Source: an optimization exercise on an open RTL-to-GDS flow (aim: a short achievable clock period and few clock cycles). Production flows keep margins and buffers that such runs may drop. At most, simulation tests tie the RTL to the original design; equivalence was not proved. No activity file was given, so power comes from the tool's default toggle rates.

## P
Design csr_top, start of the top module:
module csr_top (
    input  logic        clk,
    input  logic        rst,
    input  logic        req_valid,
    input  logic [2:0]  req_op,
    input  logic [11:0] req_addr,
    input  logic [31:0] req_rs1_data,
    input  logic [4:0]  req_zimm,
    input  logic        req_rs1_zero,
    input  logic        trap_valid,
    input  logic        mret_valid,
    input  logic [31:0] trap_cause,
    input  logic [31:0] trap_pc,
    input  logic [31:0] trap_tval,
    output logic [31:0] rd_data,
    output logic        illegal,
    output logic        busy,
    output logic        redir_valid,
    output logic [31:0] redir_pc,
    output logic [31:0] mstatus,
    output logic [31:0] mtvec,
    output logic [31:0] mip,
    output logic [31:0] mie,
    output logic [31:0] mscratch,
    output logic [31:0] mcause,
    output logic [31:0] mtval,
    output logic [31:0] mepc,
    output logic [31:0] mcycle,
    output logic [31:0] mhartid,
    output logic [31:0] satp
);
==> module csr_exec, before the edit <==
module csr_exec #(
    parameter int NSLICE = 8
) (
    input  core_pkg::csr_req              req,
    input  logic                          trap_valid,
    input  logic                          mret_valid,
    input  csr_pkg::csr_pack              csrs,
    output logic [core_pkg::XLEN-1:0]     rd_data,
    output logic                          illegal,
    output logic [10:0]                   we,
    output logic [core_pkg::XLEN-1:0]     operand,
    output logic                          op_set,
    output logic                          op_clr
);
    localparam int SW = core_pkg::XLEN / NSLICE;
    logic [11:0] a;
    logic        known;
    logic        imm_form;
    logic        src_zero;
    logic        is_rw;
    logic        wr_ok;
    logic [10:0] hit;
    assign a = req.addr;
    assign hit[10] = (a == csr_pkg::CSR_MSTATUS);
    assign hit[9]  = (a == csr_pkg::CSR_MTVEC);
    assign hit[8]  = (a == csr_pkg::CSR_MIP);
    assign hit[7]  = (a == csr_pkg::CSR_MIE);
    assign hit[6]  = (a == csr_pkg::CSR_MSCRATCH);
    assign hit[5]  = (a == csr_pkg::CSR_MCAUSE);
    assign hit[4]  = (a == csr_pkg::CSR_MTVAL);
    assign hit[3]  = (a == csr_pkg::CSR_MEPC);
    assign hit[2]  = (a == csr_pkg::CSR_MCYCLE);
    assign hit[1]  = (a == csr_pkg::CSR_MHARTID);
    assign hit[0]  = (a == csr_pkg::CSR_SATP);
    assign known   = |hit;
    assign illegal = req.valid && !known;
    for (genvar g = 0; g < NSLICE; g++) begin : g_rd
        rd_slice #(.LO(g * SW), .W(SW)) u_rd (
            .a        (a),
            .mstatus  (csrs.mstatus[g*SW +: SW]),
            .mtvec    (csrs.mtvec[g*SW +: SW]),
            .mip      (csrs.mip[g*SW +: SW]),
            .mie      (csrs.mie[g*SW +: SW]),
            .mscratch (csrs.mscratch[g*SW +: SW]),
            .mcause   (csrs.mcause[g*SW +: SW]),
            .mtval    (csrs.mtval[g*SW +: SW]),
            .mepc     (csrs.mepc[g*SW +: SW]),
            .mcycle   (csrs.mcycle[g*SW +: SW]),
            .mhartid  (csrs.mhartid[g*SW +: SW]),
            .satp     (csrs.satp[g*SW +: SW]),
            .rd       (rd_data[g*SW +: SW])
        );
    end
    assign imm_form = (req.op == core_pkg::CSR_RWI) || (req.op == core_pkg::CSR_RSI) ||
                      (req.op == core_pkg::CSR_RCI);
    assign is_rw    = (req.op == core_pkg::CSR_RW) || (req.op == core_pkg::CSR_RWI);
    assign op_set   = (req.op == core_pkg::CSR_RS) || (req.op == core_pkg::CSR_RSI);
    assign op_clr   = (req.op == core_pkg::CSR_RC) || (req.op == core_pkg::CSR_RCI);
    assign operand  = imm_form ? {{(core_pkg::XLEN-5){1'b0}}, req.zimm} : req.rs1_data;
    assign src_zero = imm_form ? (req.zimm == 5'd0) : req.rs1_zero;
    assign wr_ok = req.valid && !trap_valid && !mret_valid && !(src_zero && !is_rw);
    assign we    = hit & {11{wr_ok}};
endmodule
export LEC_CHECK = 0
export ABC_AREA = 1
export CAP_MARGIN = 20
export CORE_MARGIN = 2
export CORE_UTILIZATION = 35
export SETUP_SLACK_MARGIN = 3.0
export SLEW_MARGIN = 20
export SYNTH_HIERARCHICAL = 1
export SYNTH_MINIMUM_KEEP_SIZE = 0
create_clock -name core_clock -period 5.0 [get_ports {clk}]
run.sh (not shown) runs the stock make flow with config.mk's settings and CLKGATE_MAP_FILE= SYNTH_SCRIPT=/design/flow/synth_recipe.tcl, a recipe that flattens the netlist after the stock synthesis.
Testbench counts of P, summed over its fixed seeds: cycles 3,200.
For Q, these inputs were changed with respect to P:
--- a/flow/design.v
+++ b/flow/design.v
@@ -128,11 +128,11 @@
         end
     end
 endmodule
 `timescale 1ns/10ps
 module csr_exec #(
-    parameter int NSLICE = 8
+    parameter int NSLICE = 16
 ) (
     input  core_pkg::csr_req              req,
     input  logic                          trap_valid,
     input  logic                          mret_valid,
     input  csr_pkg::csr_pack              csrs,
- Deepest clock path buffer count across P and Q: no real change.
- Signed area change from the synthesized netlist to the final layout, P and Q, lower one = P.
- Re antenna violation net count after detailed routing: no difference whatsoever between Q and P.
- Sort P and Q by clock latency at the later pin of the worst-skew pair, descending, and P comes first.
- Maximum achievable frequency for Q: about 0.8% down relative to P
- Clock distribution power, P and Q, lower one = Q.
- TritonCTS buffer count (higher): P
- After detailed routing, P needs less wire than Q.
- Q against P: number of signal-net inverters in the final layout rose by 13%; utilization rose by 4.1 points.
- Lower setup slack of the critical path after layout among P and Q: Q
For Q, only the layout was checked, not whether the RTL still works.

[what the ideal ports hide]
In the flow no input, the clock included, has a driving cell. The finished layouts below were timed again as built, in two steps. Step 1 assumes that a clkbuf_16 drives the clock port and a buf_2 every other input. Step 2 adds t to the input delays and takes it off the output delays; t is the mean of the earliest and latest rising clock arrival at the registers after step 1. Input paths then give back, and output paths get back, about the clock's delay inside the block. a / b / c = ideal ports / drivers / drivers and shift; a / b = the first two.
run	t (ns)	setup WS [ns]	clock arrival spread, ns	worst data-port slew with drivers (ns)
P	0.652	1.901 / 1.626 / 1.626	0.029 / 0.030	0.36
Q	0.639	1.876 / 1.555 / 1.047	0.021 / 0.021	0.49
After both steps setup and hold are still met in every run listed. The setup slack of Q, which loses most, moves by -0.321 ns with the drivers and by -0.829 ns with both steps.
